Source: an optimization exercise on an open RTL-to-GDS flow (aim: small area, a short achievable clock period and few clock cycles). Production flows keep margins and buffers that such runs may drop.
Function was checked by simulation only, so behaviour that the tests miss may differ from the original.
Power figures rest on the tool's default switching activity, not on a simulated workload.

Design fb_backend_top, start of the top module:
module fb_backend_top (
    input  logic        clk,
    input  logic        rst,
    input  logic [64:0] cfg,
    input  logic        cmd_valid,
    input  logic [1:0]  cmd,
    input  logic        wr_valid,
    input  logic [6:0]  wr_pos,
    input  logic [31:0] wr_color,
    input  logic [15:0] wr_depth,
    input  logic        rd_valid,
    input  logic [6:0]  rd_pos,
    input  logic        fb_swapped,
    output logic        color_rd_valid,
    output logic [31:0] color_rd_data,
    output logic        depth_rd_valid,
    output logic [15:0] depth_rd_data,
    output logic        busy,
    output logic        swap_fb,
    output logic        cmd_done
);
    raster_pkg::fb_config_t  cfg_s;
    logic                    rd_v;
    logic [127:0]            pix_hit;
    logic [127:0]            color_we;
    logic [127:0]            depth_we;
    logic [127:0]            rd_hot;
    logic [15:0]             color_wdata;
    logic [15:0]             depth_wdata;
    logic [15:0]              color_rd_raw;
    assign cfg_s = cfg;
    buffer_sequencer seq (
        .clk        (clk),
        .rst        (rst),
        .cmd_valid  (cmd_valid),
        .cmd        (cmd),
        .fb_swapped (fb_swapped),
        .swap_fb    (swap_fb),
        .busy       (busy),
        .cmd_done   (cmd_done)
    );
    logic        clear_req;
    logic        color_go;
    logic        depth_go;
    logic [15:0] col_c;
    logic [15:0] col_d;
    logic [15:0] col_w;
    logic [7:0]  row_s;
    logic [7:0]  row_w;
    assign clear_req = cmd_valid && cmd[0];
    assign color_go  = !busy && cfg_s.color_write_enable;
    assign depth_go  = !busy && cfg_s.depth_write_enable;
    for (genvar x = 0; x < 16; x++)
    begin : g_x
        logic x_in;
        assign x_in     = (4'(x) >= cfg_s.scissor.start_pos.x) && (4'(x) < cfg_s.scissor.end_pos.x);
        assign col_c[x] = color_go && (!cfg_s.scissor.enable || x_in);
        assign col_d[x] = depth_go && (!cfg_s.scissor.enable || x_in);
        assign col_w[x] = wr_valid && (wr_pos[6:3] == 4'(x));
    end
    for (genvar y = 0; y < 8; y++)
    begin : g_y
        logic y_in;
  ...
Size: ~7800 cells after synthesis, ~4100 flip-flops, about 190 I/O pins.
export LEC_CHECK = 0
export CAP_MARGIN = 20
export CORE_MARGIN = 2
export CORE_UTILIZATION = 40
export CTS_CLUSTER_DIAMETER = 100
export CTS_CLUSTER_SIZE = 24
export SETUP_SLACK_MARGIN = 3.2
export SLEW_MARGIN = 20
export SYNTH_HIERARCHICAL = 1
export SYNTH_MINIMUM_KEEP_SIZE = 0
create_clock -name core_clock -period 6.0 [get_ports {clk}]
standard.sh (not shown) runs the stock make flow with config.mk's settings and CLKGATE_MAP_FILE= SYNTH_SCRIPT=/design/flow/synth_recipe.tcl, a recipe that flattens the netlist after the stock synthesis.
==> flow/flow/run.sh <==
#!/bin/bash
# The standard layout, with the port buffers that buffer_ports inserts made
# plain buffers (buf_4) instead of the delay cell it picks on its own; the
# resizer then sizes them like any other buffer.
set -euo pipefail
export BUFFER_PORTS_ARGS="-buffer_cell sky130_fd_sc_hd__buf_4"
bash standard.sh finish > standard.log 2>&1
The first run passed the timing, design-rule and antenna checks.
Testbench counts at the start, summed over its fixed seeds: cycles 4,796.
Rerun with:
==> flow/run.sh (new file) <==
#!/bin/bash
# synth_recipe.tcl (not shown) runs the flow's synth.tcl, then flattens the netlist and writes it again
# the make line also repeats each setting of config.mk as NAME=value (left out here)
make -C /OpenROAD-flow-scripts/flow DESIGN_CONFIG=/design/flow/config.mk WORK_HOME=/design/flow/orfs CLKGATE_MAP_FILE= SYNTH_SCRIPT=/design/flow/synth_recipe.tcl finish
--- a/flow/config.mk
+++ b/flow/config.mk
@@ -11,4 +11,5 @@
 export CTS_CLUSTER_DIAMETER = 100
 export CTS_CLUSTER_SIZE = 24
+export GPL_ROUTABILITY_DRIVEN = 0
 export SETUP_SLACK_MARGIN = 3.2
 export SLEW_MARGIN = 20
removed: flow/flow/run.sh
removed: flow/standard.sh
Flip-flop and latch count stays the same.
Die area stays the same.
Sequential share of layout area went down by 0.58 points.
Power went up by 0.68%.
Worst setup slack improves by 28 ps.
Global-route usage went up by 0.81 points.
Critical path depth went down by 1.
Cell area went up by about 0.9%.
Rerun with:
--- a/flow/config.mk
+++ b/flow/config.mk
@@ -8,9 +8,8 @@
 export CAP_MARGIN = 20
 export CORE_MARGIN = 2
-export CORE_UTILIZATION = 40
+export CORE_UTILIZATION = 50
 export CTS_CLUSTER_DIAMETER = 100
 export CTS_CLUSTER_SIZE = 24
-export GPL_ROUTABILITY_DRIVEN = 0
-export SETUP_SLACK_MARGIN = 3.2
+export SETUP_SLACK_MARGIN = 3.0
 export SLEW_MARGIN = 20
 export SYNTH_HIERARCHICAL = 1
Worst setup slack is worse by 160 ps.
Hold slack got worse by 96 ps.
Non-clock buffer count fell by 106.
Design area went down by a few percent.
Utilization is higher by 10 points.
Via count is lower by a few percent.
Total power is lower slightly.
Fmax is lower by a few percent.
Cell count came out lower by a little under a tenth.
Rerun with:
--- a/flow/config.mk
+++ b/flow/config.mk
@@ -8,8 +8,8 @@
 export CAP_MARGIN = 20
 export CORE_MARGIN = 2
-export CORE_UTILIZATION = 50
+export CORE_UTILIZATION = 40
 export CTS_CLUSTER_DIAMETER = 100
 export CTS_CLUSTER_SIZE = 24
-export SETUP_SLACK_MARGIN = 3.0
+export SETUP_SLACK_MARGIN = 3.2
 export SLEW_MARGIN = 20
 export SYNTH_HIERARCHICAL = 1
Outcome: The changed run ran to the end with no violations. Sequential power is about the same. Global-route usage went down by 5.5 points. First-iteration DRC count went up by 11%. Die area went up by 25%. Worst setup slack is better by 260 ps. Area after synthesis stays the same. Sequential cell count is unchanged. Synthesized cell count stays the same. Clock power barely changes. Hold slack is better by 69 ps. Total power went up by 1.1%.
Rerun with:
--- a/flow/config.mk
+++ b/flow/config.mk
@@ -10,5 +10,5 @@
 export CORE_UTILIZATION = 40
 export CTS_CLUSTER_DIAMETER = 100
-export CTS_CLUSTER_SIZE = 24
+export CTS_CLUSTER_SIZE = 28
 export SETUP_SLACK_MARGIN = 3.2
 export SLEW_MARGIN = 20
=> The new run ran to the end with no violations. Flip-flop and latch count is unchanged. Wire length went up by 0.96%. Total power went down by 2.0%.

==> port drivers added, routing unchanged <==
In the flow no input, the clock included, has a driving cell. The finished layouts below were timed again as built, in two steps.
Step 1 sets driving cells, clkbuf_16 on the clock port and buf_2 on the other inputs (assumed; they add their load-dependent delay and slew).
Step 2, shift: input delay + t, output delay - t, t = (earliest + latest rising clock arrival at the registers) / 2. This alone moves slack from input paths to output paths.
Three values: ideal ports, drivers, drivers and shift; two values: the first two.
run	t, ns	setup slack, ns	worst setup path after step 2	slew at the worst register clock pin (ns)
the first run	1.040	2.907 / 2.924 / 1.884	input to register	0.10 / 0.10
the second run	1.038	2.936 / 2.899 / 1.861	input to register	0.11 / 0.11
the third run	1.020	2.773 / 2.788 / 1.768	input to register	0.10 / 0.10
the fourth run	1.060	3.037 / 3.093 / 2.032	input to register	0.10 / 0.10
the fifth run	1.038	2.808 / 2.895 / 1.856	input to register	0.11 / 0.11
After both steps every run listed still meets setup and hold. The setup slack of the second run, which loses most, moves by -0.037 ns with the drivers and by -1.075 ns with both steps.
